This design comes from an exercise in tuning for small area and a short achievable clock period on the open sky130 flow, not from production work.
The RTL was checked by simulation tests, not by an equivalence proof against the original design.
Power is estimated from default activity; no workload was simulated.

`flow/config.mk`:
```
export PLATFORM = sky130hd
export DESIGN_NAME = mmio_top
export DESIGN_NICKNAME = mmio_top
export VERILOG_FILES = /design/flow/design.v
export SDC_FILE = /design/flow/constraint.sdc
export NUM_CORES = 4
export LEC_CHECK = 0
export CAP_MARGIN = 20
export CORE_MARGIN = 2
export CORE_UTILIZATION = 40
export SLEW_MARGIN = 20
```
`flow/constraint.sdc`:
```
create_clock -name core_clock -period 3.5 [get_ports {fclk}]
set_input_delay 0.7000 -clock core_clock [delete_from_list [all_inputs] [get_ports {fclk}]]
set_output_delay 0.7000 -clock core_clock [all_outputs]
set_load 0.01 [all_outputs]
```
`flow/design.v`:
```
localparam int MMIO_WORDS = 16;
localparam logic [3:0] REG_CMD           = 4'd0;
localparam logic [3:0] REG_CAM0_CMD      = 4'd1;
localparam logic [3:0] REG_CAM1_CMD      = 4'd2;
localparam logic [3:0] REG_FRAME_BYTES0  = 4'd3;
localparam logic [3:0] REG_TRIBUF_ADDR0  = 4'd4;
localparam logic [3:0] REG_FRAME_BYTES1  = 4'd5;
localparam logic [3:0] REG_TRIBUF_ADDR1  = 4'd6;
localparam logic [3:0] REG_FRAME_BYTES2  = 4'd7;
localparam logic [3:0] REG_TRIBUF_ADDR2  = 4'd8;
localparam logic [3:0] REG_CAM0_RESP     = 4'd9;
localparam logic [3:0] REG_CAM0_RESP_CNT = 4'd10;
localparam logic [3:0] REG_CAM1_RESP     = 4'd11;
localparam logic [3:0] REG_CAM1_RESP_CNT = 4'd12;
localparam logic [3:0] REG_CAM_STATUS    = 4'd13;
localparam logic [3:0] REG_IRQ_EN        = 4'd14;
localparam logic [3:0] REG_IRQ_STAT      = 4'd15;
localparam logic [1:0] RESP_OKAY   = 2'b00;
localparam logic [1:0] RESP_SLVERR = 2'b10;
`timescale 1ns/1ns
module mmio_ctrl #(
    parameter logic [31:0] MMIO_BASE = 32'h7000_0000
) (
    input  logic        fclk,
    input  logic        rst_n,
    input  logic [31:0] araddr,
    input  logic        arvalid,
    output logic        arready,
    output logic [31:0] rdata,
    output logic [1:0]  rresp,
    output logic        rvalid,
    input  logic        rready,
    input  logic [31:0] awaddr,
    input  logic        awvalid,
    output logic        awready,
    input  logic [31:0] wdata,
    input  logic [3:0]  wstrb,
    input  logic        wvalid,
    output logic        wready,
    output logic [1:0]  bresp,
    output logic        bvalid,
    input  logic        bready,
    output logic        bus_wr_en,
    output logic [3:0]  bus_wr_idx,
    output logic [31:0] bus_wr_data,
    output logic [3:0]  bus_wr_strb,
    output logic [3:0]  bus_rd_idx,
    input  logic [31:0] bus_rd_data
);
localparam int MMIO_WORDS = 16;
localparam logic [3:0] REG_CMD           = 4'd0;
localparam logic [3:0] REG_CAM0_CMD      = 4'd1;
localparam logic [3:0] REG_CAM1_CMD      = 4'd2;
localparam logic [3:0] REG_FRAME_BYTES0  = 4'd3;
localparam logic [3:0] REG_TRIBUF_ADDR0  = 4'd4;
localparam logic [3:0] REG_FRAME_BYTES1  = 4'd5;
localparam logic [3:0] REG_TRIBUF_ADDR1  = 4'd6;
localparam logic [3:0] REG_FRAME_BYTES2  = 4'd7;
localparam logic [3:0] REG_TRIBUF_ADDR2  = 4'd8;
localparam logic [3:0] REG_CAM0_RESP     = 4'd9;
localparam logic [3:0] REG_CAM0_RESP_CNT = 4'd10;
localparam logic [3:0] REG_CAM1_RESP     = 4'd11;
localparam logic [3:0] REG_CAM1_RESP_CNT = 4'd12;
localparam logic [3:0] REG_CAM_STATUS    = 4'd13;
localparam logic [3:0] REG_IRQ_EN        = 4'd14;
localparam logic [3:0] REG_IRQ_STAT      = 4'd15;
localparam logic [1:0] RESP_OKAY   = 2'b00;
localparam logic [1:0] RESP_SLVERR = 2'b10;
    localparam logic R_IDLE = 1'b0;
    localparam logic R_DATA = 1'b1;
    localparam logic [1:0] W_IDLE = 2'd0;
    localparam logic [1:0] W_DATA = 2'd1;
    localparam logic [1:0] W_RESP = 2'd2;
    localparam int WIN_MSB = $clog2(MMIO_WORDS) + 1;
    logic        r_state;
    logic [1:0]  w_state;
    logic        ar_good;
    logic        aw_good;
    logic [3:0]  wr_idx_q;
    logic        wr_good_q;
    function automatic logic addr_ok(input logic [31:0] addr);
        addr_ok = (addr[31:WIN_MSB+1] == MMIO_BASE[31:WIN_MSB+1]) && (addr[1:0] == 2'b00);
    endfunction
    assign ar_good = addr_ok(araddr);
    assign aw_good = addr_ok(awaddr);
    assign arready    = (r_state == R_IDLE);
    assign rvalid     = (r_state == R_DATA);
    assign bus_rd_idx = araddr[WIN_MSB:2];
    always_ff @(posedge fclk) begin
        if (!rst_n) begin
            r_state <= R_IDLE;
        end else begin
            case (r_state)
                R_IDLE: if (arvalid) r_state <= R_DATA;
                R_DATA: if (rready) r_state <= R_IDLE;
                default: r_state <= R_IDLE;
            endcase
        end
    end
    always_ff @(posedge fclk) begin
        if (arready && arvalid) begin
            rdata <= ar_good ? bus_rd_data : '0;
            rresp <= ar_good ? RESP_OKAY : RESP_SLVERR;
        end
    end
    assign awready = (w_state == W_IDLE);
    assign wready  = (w_state == W_DATA);
    assign bvalid  = (w_state == W_RESP);
    assign bus_wr_en   = wready && wvalid && wr_good_q;
    assign bus_wr_idx  = wr_idx_q;
    assign bus_wr_data = wdata;
    assign bus_wr_strb = wstrb;
    always_ff @(posedge fclk) begin
        if (!rst_n) begin
            w_state   <= W_IDLE;
            wr_good_q <= 1'b0;
        end else begin
            case (w_state)
                W_IDLE: begin
                    if (awvalid) begin
                        wr_good_q <= aw_good;
                        w_state   <= W_DATA;
                    end
                end
                W_DATA: if (wvalid) w_state <= W_RESP;
                W_RESP: if (bready) w_state <= W_IDLE;
                default: w_state <= W_IDLE;
            endcase
        end
    end
    always_ff @(posedge fclk) begin
        if (awready && awvalid) begin
            wr_idx_q <= awaddr[WIN_MSB:2];
            bresp    <= aw_good ? RESP_OKAY : RESP_SLVERR;
        end
    end
endmodule
`timescale 1ns/1ns
module mmio_regfile (
    input  logic        fclk,
    input  logic        rst_n,
    input  logic [7:0]  status0,
    input  logic [7:0]  status1,
    input  logic [17:0] resp0,
    input  logic [17:0] resp1,
    input  logic [15:0] cnt0,
    input  logic [15:0] cnt1,
    input  logic        resp_event0,
    input  logic        resp_event1,
    output logic [31:0] frame_bytes0,
    output logic [31:0] frame_bytes1,
    output logic [31:0] frame_bytes2,
    output logic [31:0] tribuf_addr0,
    output logic [31:0] tribuf_addr1,
    output logic [31:0] tribuf_addr2,
    output logic [31:0] mmio_cmd,
    output logic        mmio_cmd_valid,
    output logic        push0,
    output logic        push1,
    output logic [31:0] push_cmd,
    output logic        irq,
    input  logic        bus_wr_en,
    input  logic [3:0]  bus_wr_idx,
    input  logic [31:0] bus_wr_data,
    input  logic [3:0]  bus_wr_strb,
    input  logic [3:0]  bus_rd_idx,
    output logic [31:0] bus_rd_data
);
localparam int MMIO_WORDS = 16;
localparam logic [3:0] REG_CMD           = 4'd0;
localparam logic [3:0] REG_CAM0_CMD      = 4'd1;
localparam logic [3:0] REG_CAM1_CMD      = 4'd2;
localparam logic [3:0] REG_FRAME_BYTES0  = 4'd3;
localparam logic [3:0] REG_TRIBUF_ADDR0  = 4'd4;
localparam logic [3:0] REG_FRAME_BYTES1  = 4'd5;
localparam logic [3:0] REG_TRIBUF_ADDR1  = 4'd6;
localparam logic [3:0] REG_FRAME_BYTES2  = 4'd7;
localparam logic [3:0] REG_TRIBUF_ADDR2  = 4'd8;
localparam logic [3:0] REG_CAM0_RESP     = 4'd9;
localparam logic [3:0] REG_CAM0_RESP_CNT = 4'd10;
localparam logic [3:0] REG_CAM1_RESP     = 4'd11;
localparam logic [3:0] REG_CAM1_RESP_CNT = 4'd12;
localparam logic [3:0] REG_CAM_STATUS    = 4'd13;
localparam logic [3:0] REG_IRQ_EN        = 4'd14;
localparam logic [3:0] REG_IRQ_STAT      = 4'd15;
localparam logic [1:0] RESP_OKAY   = 2'b00;
localparam logic [1:0] RESP_SLVERR = 2'b10;
    localparam int CFG_WORDS = 6;
    logic [31:0] cfg [CFG_WORDS];
    logic [1:0]  irq_en;
    logic [1:0]  irq_stat;
    logic [1:0]  stat_clr;
    function automatic logic [31:0] merge(input logic [31:0] old_w, input logic [31:0] new_w,
                                          input logic [3:0] strb);
        logic [31:0] res;
        res = old_w;
        for (int b = 0; b < 4; b++) begin
            if (strb[b]) res[8*b +: 8] = new_w[8*b +: 8];
        end
        merge = res;
    endfunction
    assign stat_clr = (bus_wr_en && bus_wr_idx == REG_IRQ_STAT && bus_wr_strb[0]) ?
                      bus_wr_data[1:0] : 2'b00;
    always_ff @(posedge fclk) begin
        if (!rst_n) begin
            for (int i = 0; i < CFG_WORDS; i++) cfg[i] <= '0;
            irq_en         <= '0;
            irq_stat       <= '0;
            mmio_cmd_valid <= 1'b0;
            push0          <= 1'b0;
            push1          <= 1'b0;
        end else begin
            mmio_cmd_valid <= bus_wr_en && (bus_wr_idx == REG_CMD);
            push0          <= bus_wr_en && (bus_wr_idx == REG_CAM0_CMD);
            push1          <= bus_wr_en && (bus_wr_idx == REG_CAM1_CMD);
            if (bus_wr_en) begin
                for (int i = 0; i < CFG_WORDS; i++) begin
                    if (bus_wr_idx == 4'(REG_FRAME_BYTES0 + i))
                        cfg[i] <= merge(cfg[i], bus_wr_data, bus_wr_strb);
                end
                if (bus_wr_idx == REG_IRQ_EN && bus_wr_strb[0]) irq_en <= bus_wr_data[1:0];
            end
            irq_stat <= (irq_stat & ~stat_clr) | {resp_event1, resp_event0};
        end
    end
    always_ff @(posedge fclk) begin
        if (bus_wr_en && bus_wr_idx == REG_CMD) mmio_cmd <= bus_wr_data;
        if (bus_wr_en && (bus_wr_idx == REG_CAM0_CMD || bus_wr_idx == REG_CAM1_CMD))
            push_cmd <= bus_wr_data;
    end
    assign frame_bytes0 = cfg[0];
    assign tribuf_addr0 = cfg[1];
    assign frame_bytes1 = cfg[2];
    assign tribuf_addr1 = cfg[3];
    assign frame_bytes2 = cfg[4];
    assign tribuf_addr2 = cfg[5];
    assign irq = |(irq_stat & irq_en);
    always_comb begin
        case (bus_rd_idx)
            REG_FRAME_BYTES0:  bus_rd_data = cfg[0];
            REG_TRIBUF_ADDR0:  bus_rd_data = cfg[1];
            REG_FRAME_BYTES1:  bus_rd_data = cfg[2];
            REG_TRIBUF_ADDR1:  bus_rd_data = cfg[3];
            REG_FRAME_BYTES2:  bus_rd_data = cfg[4];
            REG_TRIBUF_ADDR2:  bus_rd_data = cfg[5];
            REG_CAM0_RESP:     bus_rd_data = {14'd0, resp0};
            REG_CAM0_RESP_CNT: bus_rd_data = {16'd0, cnt0};
            REG_CAM1_RESP:     bus_rd_data = {14'd0, resp1};
            REG_CAM1_RESP_CNT: bus_rd_data = {16'd0, cnt1};
            REG_CAM_STATUS:    bus_rd_data = {16'd0, status1, status0};
            REG_IRQ_EN:        bus_rd_data = {30'd0, irq_en};
            REG_IRQ_STAT:      bus_rd_data = {30'd0, irq_stat};
            default:           bus_rd_data = '0;
        endcase
    end
endmodule
`timescale 1ns/1ns
module cam_cmd_port #(
    parameter int CAM_CREDITS = 2,
    parameter int CMD_DEPTH   = 4
) (
    input  logic        fclk,
    input  logic        rst_n,
    input  logic        push,
    input  logic [31:0] push_cmd,
    input  logic [17:0] cam_resp,
    input  logic        cam_resp_valid,
    output logic [31:0] cam_cmd,
    output logic        cam_cmd_valid,
    output logic [7:0]  status,
    output logic [17:0] last_resp,
    output logic [15:0] resp_cnt,
    output logic        resp_event
);
    localparam int PTR_W = (CMD_DEPTH > 1) ? $clog2(CMD_DEPTH) : 1;
    logic [31:0]      queue [CMD_DEPTH];
    logic [PTR_W-1:0] wr_ptr;
    logic [PTR_W-1:0] rd_ptr;
    logic [2:0]       fill;
    logic [3:0]       credits;
    logic             overflow;
    logic             full;
    logic             accept;
    logic             send;
    function automatic logic [PTR_W-1:0] ptr_inc(input logic [PTR_W-1:0] p);
        ptr_inc = (p == PTR_W'(CMD_DEPTH - 1)) ? '0 : p + 1'b1;
    endfunction
    assign full   = (fill == 3'(CMD_DEPTH));
    assign accept = push && !full;
    assign send          = (fill != '0) && (credits != '0);
    assign cam_cmd_valid = send;
    assign cam_cmd       = queue[rd_ptr];
    always_ff @(posedge fclk) begin
        if (accept) queue[wr_ptr] <= push_cmd;
    end
    always_ff @(posedge fclk) begin
        if (!rst_n) begin
            wr_ptr   <= '0;
            rd_ptr   <= '0;
            fill     <= '0;
            credits  <= 4'(CAM_CREDITS);
            overflow <= 1'b0;
        end else begin
            if (accept) wr_ptr <= ptr_inc(wr_ptr);
            if (send) rd_ptr <= ptr_inc(rd_ptr);
            fill    <= fill + 3'(accept) - 3'(send);
            credits <= credits + 4'(cam_resp_valid) - 4'(send);
            if (push && full) overflow <= 1'b1;
        end
    end
    always_ff @(posedge fclk) begin
        if (!rst_n) begin
            last_resp <= '0;
            resp_cnt  <= '0;
        end else if (cam_resp_valid) begin
            last_resp <= cam_resp;
            resp_cnt  <= resp_cnt + 1'b1;
        end
    end
    assign resp_event = cam_resp_valid;
    assign status = {overflow, fill, credits};
endmodule
`timescale 1ns/1ns
module mmio_top #(
    parameter logic [31:0] MMIO_BASE   = 32'h7000_0000,
    parameter int          CAM_CREDITS = 2,
    parameter int          CMD_DEPTH   = 4
) (
    input  logic        fclk,
    input  logic        rst_n,
    input  logic [31:0] araddr,
    input  logic        arvalid,
    output logic        arready,
    output logic [31:0] rdata,
    output logic [1:0]  rresp,
    output logic        rvalid,
    input  logic        rready,
    input  logic [31:0] awaddr,
    input  logic        awvalid,
    output logic        awready,
    input  logic [31:0] wdata,
    input  logic [3:0]  wstrb,
    input  logic        wvalid,
    output logic        wready,
    output logic [1:0]  bresp,
    output logic        bvalid,
    input  logic        bready,
    output logic [31:0] frame_bytes0,
    output logic [31:0] frame_bytes1,
    output logic [31:0] frame_bytes2,
    output logic [31:0] tribuf_addr0,
    output logic [31:0] tribuf_addr1,
    output logic [31:0] tribuf_addr2,
    output logic [31:0] mmio_cmd,
    output logic        mmio_cmd_valid,
    output logic [31:0] cam0_cmd,
    output logic        cam0_cmd_valid,
    input  logic [17:0] cam0_resp,
    input  logic        cam0_resp_valid,
    output logic [31:0] cam1_cmd,
    output logic        cam1_cmd_valid,
    input  logic [17:0] cam1_resp,
    input  logic        cam1_resp_valid,
    output logic        irq
);
    logic        bus_wr_en;
    logic [3:0]  bus_wr_idx;
    logic [31:0] bus_wr_data;
    logic [3:0]  bus_wr_strb;
    logic [3:0]  bus_rd_idx;
    logic [31:0] bus_rd_data;
    logic [7:0]  status0, status1;
    logic [17:0] resp0, resp1;
    logic [15:0] cnt0, cnt1;
    logic        resp_event0, resp_event1;
    logic        push0, push1;
    logic [31:0] push_cmd;
    mmio_ctrl #(.MMIO_BASE(MMIO_BASE)) u_ctrl (
        .fclk, .rst_n,
        .araddr, .arvalid, .arready, .rdata, .rresp, .rvalid, .rready,
        .awaddr, .awvalid, .awready, .wdata, .wstrb, .wvalid, .wready,
        .bresp, .bvalid, .bready,
        .bus_wr_en, .bus_wr_idx, .bus_wr_data, .bus_wr_strb, .bus_rd_idx, .bus_rd_data
    );
    mmio_regfile u_regs (
        .fclk, .rst_n,
        .status0, .status1, .resp0, .resp1, .cnt0, .cnt1,
        .resp_event0, .resp_event1,
        .frame_bytes0, .frame_bytes1, .frame_bytes2,
        .tribuf_addr0, .tribuf_addr1, .tribuf_addr2,
        .mmio_cmd, .mmio_cmd_valid, .push0, .push1, .push_cmd, .irq,
        .bus_wr_en, .bus_wr_idx, .bus_wr_data, .bus_wr_strb, .bus_rd_idx, .bus_rd_data
    );
    cam_cmd_port #(.CAM_CREDITS(CAM_CREDITS), .CMD_DEPTH(CMD_DEPTH)) u_cam0 (
        .fclk, .rst_n,
        .push(push0), .push_cmd,
        .cam_resp(cam0_resp), .cam_resp_valid(cam0_resp_valid),
        .cam_cmd(cam0_cmd), .cam_cmd_valid(cam0_cmd_valid),
        .status(status0), .last_resp(resp0), .resp_cnt(cnt0), .resp_event(resp_event0)
    );
    cam_cmd_port #(.CAM_CREDITS(CAM_CREDITS), .CMD_DEPTH(CMD_DEPTH)) u_cam1 (
        .fclk, .rst_n,
        .push(push1), .push_cmd,
        .cam_resp(cam1_resp), .cam_resp_valid(cam1_resp_valid),
        .cam_cmd(cam1_cmd), .cam_cmd_valid(cam1_cmd_valid),
        .status(status1), .last_resp(resp1), .resp_cnt(cnt1), .resp_event(resp_event1)
    );
endmodule
```
`flow/run.sh`:
```
#!/bin/bash
# synth_recipe.tcl (not shown) runs the flow's synth.tcl, then flattens the netlist and writes it again
# the make line also repeats each setting of config.mk as NAME=value (left out here)
make -C /OpenROAD-flow-scripts/flow DESIGN_CONFIG=/design/flow/config.mk WORK_HOME=/design/flow/orfs CLKGATE_MAP_FILE= SYNTH_SCRIPT=/design/flow/synth_recipe.tcl finish
```
==> impl_metrics.ini, run 1 <==
[timing]
fin_tns_setup_ns = 0
max_freq_mhz = 316
min_period_ns = 3.17
setup_ws_ns = 0.335
hold_viol = 0
slew_viol_final = 0
setup_viol = 0
rsz0062_at_grt = no
holdWs_ns = 0.466
final.period_utilization_pct = 90.4
relSlewSlack_pct = 42.4
tightest_slew_ns = 0.864
clock_skew_ns = 0.0323

[drt]
post-route-drc-count = 0
drtPass1Iterations = 5
antenna_left = 0
via_per_inst = 5.48
wl_per_cell_um = 26.0
routed_wirelength_um = 87200
dr_total_vias = 18400
drtIter0Drc = 1465

[global_route]
antenna_found_initial = 6
grt_overflow = 0
grt_pass1_wl_um = 124000
grt_pass1_vias = 18200
grt_usage_pct = 25.4
grt_max_degree = 96

[final_layout]
final_net_count = 2600
synthToLayoutAreaGrowth_pct = 31.3
final_common_cell = clkdlybuf4s50_1
mostFrequentLayoutCells = clkdlybuf4s50_1 (471), edfxtp_1 (358), nor2_1 (311)
fillers = 5508
drive_gt1_share_pct = 11.0

[pwr]
powerDensity_nw_per_um2 = 566
p_sw_w = 0.00503
leakage_nw = 13.2
clkPwrFrac_pct = 38.7
swShare_pct = 25.6
ir_drop_mv = 0.322
p_comb_share_pct = 18.2
p_int_w = 0.0146
seqPwrFrac_pct = 43.0

[setup_path]
required_ns = 2.80
critPathMaxFanout = 5
reg2reg_depth = 4
crit_path_start_kind = flip-flop
critPathCaptureType = primary output
crit_arrival_ns = 2.47
cp_slowest_cell = clkdlybuf4s50_1
critical_path_class = flip-flop to primary output
cp_slowest_stage_delay_ns = 0.67
cp_cell_sequence = inv_1 > ha_1 > a21oi_1 > clkdlybuf4s50_1

[synth]
yosysTopAreaCellShare_pct = 40.7
async_flop_share_pct = 0
ys_seq_area_share_pct = 63.4
syn_area_um2 = 26400
avgSynthCellArea_um2 = 13.6
yosys_register_bits = 657
synth_edf_count = 358
syn_inst = 1944
synth_area_leaders = edfxtp_1 (41%), dfxtp_1 (23%), mux2i_1 (11%), mux4_2 (5.5%), nor2_1 (4.4%)
synth_top_cell_by_area = edfxtp_1
ys_types = 68
ys_warn_count = 4
ys.flop_type = edfxtp_1

[clocking]
clk_pin_slew_ns = 0.06
cts_made_buffers = 70
clk_latency_ns = 0.63
cts_htree_levels = 3
clock_sinks = 657
cts_tree = done
cts_max_path_buffers = 3
postCtsSetupBuffers = 0
cts_resized = 0
ctsRootBufferMaster = clkbuf_16
postCtsHoldBufs = 0

[placement]
dp.final_hpwl_um = 61800
gp_congestion = 0.887
post-place-ws_ns = 0.423
io_buffers = 475

[die]
initial_core_util_pct = 40.3
rows = 94
die_area_um2 = 68000
core-area_um2 = 65500
dieHeight_um = 261
die_w_um = 261
io_pins = 478

[worst_hold_path]
min_path_cells = 2
hp-class = flip-flop to flip-flop

[flow_run]
maxCapViolations = 0

[status]
status = no timing/DRC/antenna violations
layer usage:
metal	vias to the layer above	GRT usage, %	wire length (µm)
li1	8227	-	-
met1	9256	32.8	35500
met2	794	41.9	42300
met3	136	5.76	6850
met4	4	8.81	2540
met5	-	0	19
synth_stat cells, types with 4 or more instances:
| cell | n |
|---|---|
| a22o_1 | 8 |
| mux2i_1 | 277 |
| nor2b_1 | 16 |
| mux2_2 | 9 |
| a31oi_1 | 10 |
| o21a_1 | 14 |
| and2_1 | 18 |
| a22oi_1 | 49 |
| nand2_1 | 38 |
| or3_1 | 6 |
| xor2_1 | 20 |
| nand3b_1 | 11 |
| nor3_1 | 10 |
| buf_2 | 38 |
| nor2_1 | 311 |
| o31a_1 | 7 |
| a21oi_1 | 24 |
| nand4_1 | 13 |
| o2bb2ai_1 | 5 |
| inv_1 | 26 |
| nor4_1 | 11 |
| nand3_1 | 27 |
| ha_1 | 22 |
| a32oi_1 | 17 |
| edfxtp_1 | 358 |
| and4_1 | 7 |
| and3_1 | 5 |
| nand3_2 | 20 |
| o22ai_1 | 28 |
| mux4_2 | 65 |
| dfxtp_1 | 299 |
| and3b_1 | 7 |
| buf_4 | 6 |
| or4_1 | 4 |
| xnor2_1 | 10 |
| fa_1 | 4 |
| nor3b_2 | 4 |
| buf_1 | 7 |
| nand2b_1 | 10 |
| clkbuf_1 | 63 |
| o21ai_0 | 17 |
state kept, by name, summed over array words and instances, names as in the netlist, 3 cells and up, named ones only:
signal / flops
u_cam0.queue: 128
u_regs.cfg: 192
u_cam0.resp_cnt: 16
u_cam1.resp_cnt: 16
u_regs.push_cmd: 32
u_cam0.credits: 4
u_cam1.credits: 4
u_cam1.last_resp: 18
u_regs.mmio_cmd: 32
u_cam0.fill: 3
u_cam1.fill: 3
u_cam1.queue: 128
u_ctrl.wr_idx_q: 4
u_ctrl.rdata: 32
u_cam0.last_resp: 18
layout make-up:
type	instances	area [µm²]	area share (%)
clock inverter	35	413	1.19
timing repair buffer	526	5230	15.1
inverter	27	109	0.314
tap	864	1080	3.12
sequential	657	16700	48.3
antenna	8	20.0	0.0578
multi-input combinational	1147	9100	26.3
clock buffer	94	1950	5.63
power by group through the flow:
stage	Combinational (W)	Sequential, W	Clock [W]
floorplan	0.00199	0.00852	0
global placement	0.00358	0.00859	0
detailed placement	0.00365	0.00860	0
CTS	0.00367	0.00843	0.00774
global route	0.00385	0.00845	0.00806
finish	0.00357	0.00844	0.00760
critical path, delay by kind of cell, from the launching register on:
| family | cells | cell delay [ns] |
|---|---|---|
| flip-flops | 1 | 0.37 |
| adder cells (fa/ha/maj) | 1 | 0.22 |
| buffers and inverters | 2 | 0.75 |
| AO/OA/AOI/OAI | 1 | 0.48 |
final timing paths:
check	start	endpoint	slack, ns
max	u_cam0.credits[2]	cam0_cmd_valid	0.33
min reg2reg	u_ctrl.wr_good_q	u_ctrl.wr_good_q	0.47
min	u_ctrl.wr_good_q	u_ctrl.wr_good_q	0.47
max reg2reg	u_ctrl.wr_idx_q[0]	u_regs.cfg[5][22]	1.14
kinds of logic (layout without fill, tap and decap cells):
| kind of cell | Yosys count | count (layout) | synth area share, % |
|---|---|---|---|
| flops | 657 | 657 | 63.4 |
| fa+ha+maj | 26 | 26 | 1.35 |
| compound gates | 206 | 206 | 5.59 |
| xor+xnor | 30 | 30 | 0.996 |
| mux | 351 | 351 | 16.4 |
| simple gates | 532 | 532 | 9.93 |
| buf+inv | 141 | 682 | 2.27 |
| other cells | 1 | 10 | 0.0142 |
metrics by stage:
stage,utilization (%),total power (W),std cells,area [µm²]
after CTS,52.9,0.0198,3350,34600
after global placement,49.2,0.0122,3221,32300
final,52.9,0.0196,3358,34600
after detailed placement,49.2,0.0123,3221,32300
after global routing,52.9,0.0204,3353,34600
after floorplan,-,0.0105,1945,26400
==> run 2: changes to the inputs <==
--- a/flow/config.mk
+++ b/flow/config.mk
@@ -8,4 +8,5 @@
 export CAP_MARGIN = 20
 export CORE_MARGIN = 2
 export CORE_UTILIZATION = 40
+export SETUP_SLACK_MARGIN = 1.5
 export SLEW_MARGIN = 20
==> run 2 against run 1 <==
Largest cell class unchanged. Critical path depth is the same. Critical path type unchanged. Sequential share of layout area shrank 1.9 points. Area after synthesis is the same. Via count grew 4.2%.
==> impl_metrics.ini, run 2 <==
[final_layout]
drive_gt1_share_pct = 25.4
final_common_cell = edfxtp_1
final_core_util_pct = 55.5
largest_register_ffs = 192
regMostFlops = u_regs.cfg
final_net_count = 2705
mostFrequentLayoutCells = edfxtp_1 (358), nor2_1 (308), mux2i_1 (277)
fillers = 5298
instances_no_fill = 3461
reg_top3 = u_regs.cfg (192), u_cam0.queue (128), u_cam1.queue (128)
fin_area_um2 = 36300
synthToLayoutAreaGrowth_pct = 37.7

[die]
io_pins = 478
dieHeight_um = 261
rows = 94
initial_core_util_pct = 40.3
die_w_um = 261
core-area_um2 = 65500
die_area_um2 = 68000

[synth]
yosys_register_bits = 657
ys_warn_count = 4
yosysTopAreaCellShare_pct = 40.7
ys_types = 68
synth.most_common_cell = edfxtp_1
syn_area_um2 = 26400
async_flop_share_pct = 0
ys.flop_type = edfxtp_1
synth_common_cells = edfxtp_1 (358), nor2_1 (311), dfxtp_1 (299)
syn_inst = 1944
synth_edf_count = 358
ys_seq_area_share_pct = 63.4
avgSynthCellArea_um2 = 13.6
synth_area_leaders = edfxtp_1 (41%), dfxtp_1 (23%), mux2i_1 (11%), mux4_2 (5.5%), nor2_1 (4.4%)
synth_top_cell_by_area = edfxtp_1

[clocking]
clk_pin_slew_ns = 0.06
cts_made_buffers = 71
cts_htree_levels = 3
ctsRootBufferMaster = clkbuf_16
clk_latency_ns = 0.63
clock_sinks = 657
cts_tree = done
cts_max_path_buffers = 3

[drt]
via_per_inst = 5.55
wl_per_cell_um = 27.4
post-route-drc-count = 0
drtIter0Drc = 1758
dr_total_vias = 19200
routed_wirelength_um = 94700
drtPass1Iterations = 7
antenna_left = 0

[setup_path]
cp_slowest_stage_delay_ns = 0.56
worstReg2RegEnd = u_cam1.fill[1]
crit_path_start_kind = flip-flop
r2r_slack_ns = 1.48
crit_path_end = cam1_cmd[15]
critical_path_class = flip-flop to primary output
critPathMaxFanout = 5
cp_slowest_cell = mux4_2
critPathCaptureType = primary output
required_ns = 2.80
reg2reg_depth = 10
r2r-start = u_cam1.fill[1]
cp_cell_sequence = buf_12 > clkbuf_16 > mux4_2 > buf_6
crit_arrival_ns = 2.06

[status]
status = no timing/DRC/antenna violations

[timing]
setup_viol = 0
clock_skew_ns = 0.0282
rsz0062_at_grt = yes
fin_tns_setup_ns = 0
relSlewSlack_pct = 50.8
max_freq_mhz = 362
slew_viol_final = 0
min_period_ns = 2.76
tightest_slew_ns = 0.737
hold_viol = 0
final.period_utilization_pct = 78.9

[global_route]
antenna_found_initial = 9
met2_usage_pct = 45.0
grt_pass1_vias = 18600
use_met3_pct = 4.74
grt.met1_usage_pct = 35.5
top_usage_layer = met2
grt_overflow = 0
grt_usage_pct = 27.0
grt_max_degree = 96
grt_pass1_wl_um = 131000

[placement]
placedCellCount = 3235
place_area_um2 = 32500
io_buffers = 475
dp.final_hpwl_um = 64500
gp_congestion = 0.888

[pwr]
leakage_nw = 14.8
powerDensity_nw_per_um2 = 576
ir_drop_mv = 0.296

[worst_hold_path]
min_path_cells = 2
hp-class = flip-flop to flip-flop

[flow_run]
maxCapViolations = 0
[run 2: worst min path at each step]
stage | startpoint | slack [ns] | to
3_5_place_dp | u_cam1.overflow | 0.48 | u_cam1.overflow
6_report | u_cam1.overflow | 0.48 | u_cam1.overflow
4_1_cts | u_cam1.overflow | 0.49 | u_cam1.overflow
5_1_grt | u_cam0.last_resp[16] | 0.52 | u_cam0.last_resp[16]
2_1_floorplan | u_ctrl.wr_good_q | 0.43 | u_ctrl.wr_good_q
3_3_place_gp | u_cam1.overflow | 0.46 | u_cam1.overflow
[run 2: area by class of cell]
type | instances | area [µm²] | share of cell area, %
Sequential cell | 657 | 16800 | 46.4
Multi-Input combinational cell | 1149 | 9630 | 26.5
Timing Repair Buffer | 628 | 6280 | 17.3
Clock buffer | 91 | 1950 | 5.38
Tap cell | 864 | 1080 | 2.98
Clock inverter | 40 | 409 | 1.13
Inverter | 27 | 111 | 0.307
Antenna cell | 5 | 12.5 | 0.0344
[run 2: repair_timing]
action | CTS | global route
setup buffers | 50 | 27
setup endpoints to repair | 850 | 538
gates cloned | 8 | 5
gates resized for setup | 928 | 201
hold buffers | 0 | 0
pin swaps | 15 | 23
[run 2: logic make-up after synthesis]
kind of cell	share of synthesized area, %
compound gates	5.59
fa+ha+maj	1.35
mux	16.4
buf+inv	2.27
other cells	0.0142
xor+xnor	0.996
flops	63.4
simple gates	9.93
[run 2: per-layer routing]
| metal | part of all wire, % | up-vias |
|---|---|---|
| li1 | - | 8474 |
| met1 | 40 | 9660 |
| met2 | 49 | 888 |
| met3 | 7.5 | 168 |
| met4 | 3.3 | 4 |
| met5 | 0.024 | - |
[run 2: where the power goes]
part | leakage (nW) | total [W] | switching, W | internal, W
registers | 5.70 | 0.00854 | 0.000269 | 0.00828
logic | 7.95 | 0.00473 | 0.00210 | 0.00263
clock network | 1.16 | 0.00763 | 0.00320 | 0.00443
total | 14.8 | 0.0209 | 0.00557 | 0.0153
[run 2: critical path: cells and delay by family, from the launching register on]
kind	cells	cell delay, ns
buffers and inverters	3	0.44
flip-flops	1	0.45
multiplexers	1	0.56
[run 2: per-stage QoR]
step           hold slack, ns  total power (W)  worst slack [ns]
2_1_floorplan           0.432           0.0106              1.01
3_3_place_gp            0.464           0.0123             0.453
3_5_place_dp            0.478           0.0123             0.398
4_1_cts                 0.488           0.0205             0.681
5_1_grt                 0.516           0.0217             0.694
6_report                0.479           0.0209             0.738

-- afterwards: timing with drivers on the ports --
The flow's constraints put no driver on any port. The routed layouts listed below were extracted and timed again, unchanged, in two steps.
Step 1 (the two cells are an assumption about what drives the block):
set clk [get_ports {fclk}]
set_driving_cell -lib_cell sky130_fd_sc_hd__clkbuf_16 $clk
set_driving_cell -lib_cell sky130_fd_sc_hd__buf_2 [delete_from_list [all_inputs] $clk]
Step 2 also shifts input and output timing later by t, the mid clock arrival at the registers, as if the neighbouring blocks saw the same clock.
Slacks: no drivers / after step 1 / after step 2; pairs: no drivers / after step 1.
run	t, ns	setup WS [ns]	slew at the worst register clock pin (ns)	worst data-port slew with drivers (ns)
run 1	0.677	0.335 / 0.271 / 0.426	0.07 / 0.07	0.13
run 2	0.675	0.738 / 0.675 / 0.832	0.07 / 0.07	0.18
After both steps setup and hold are still met in every run listed.
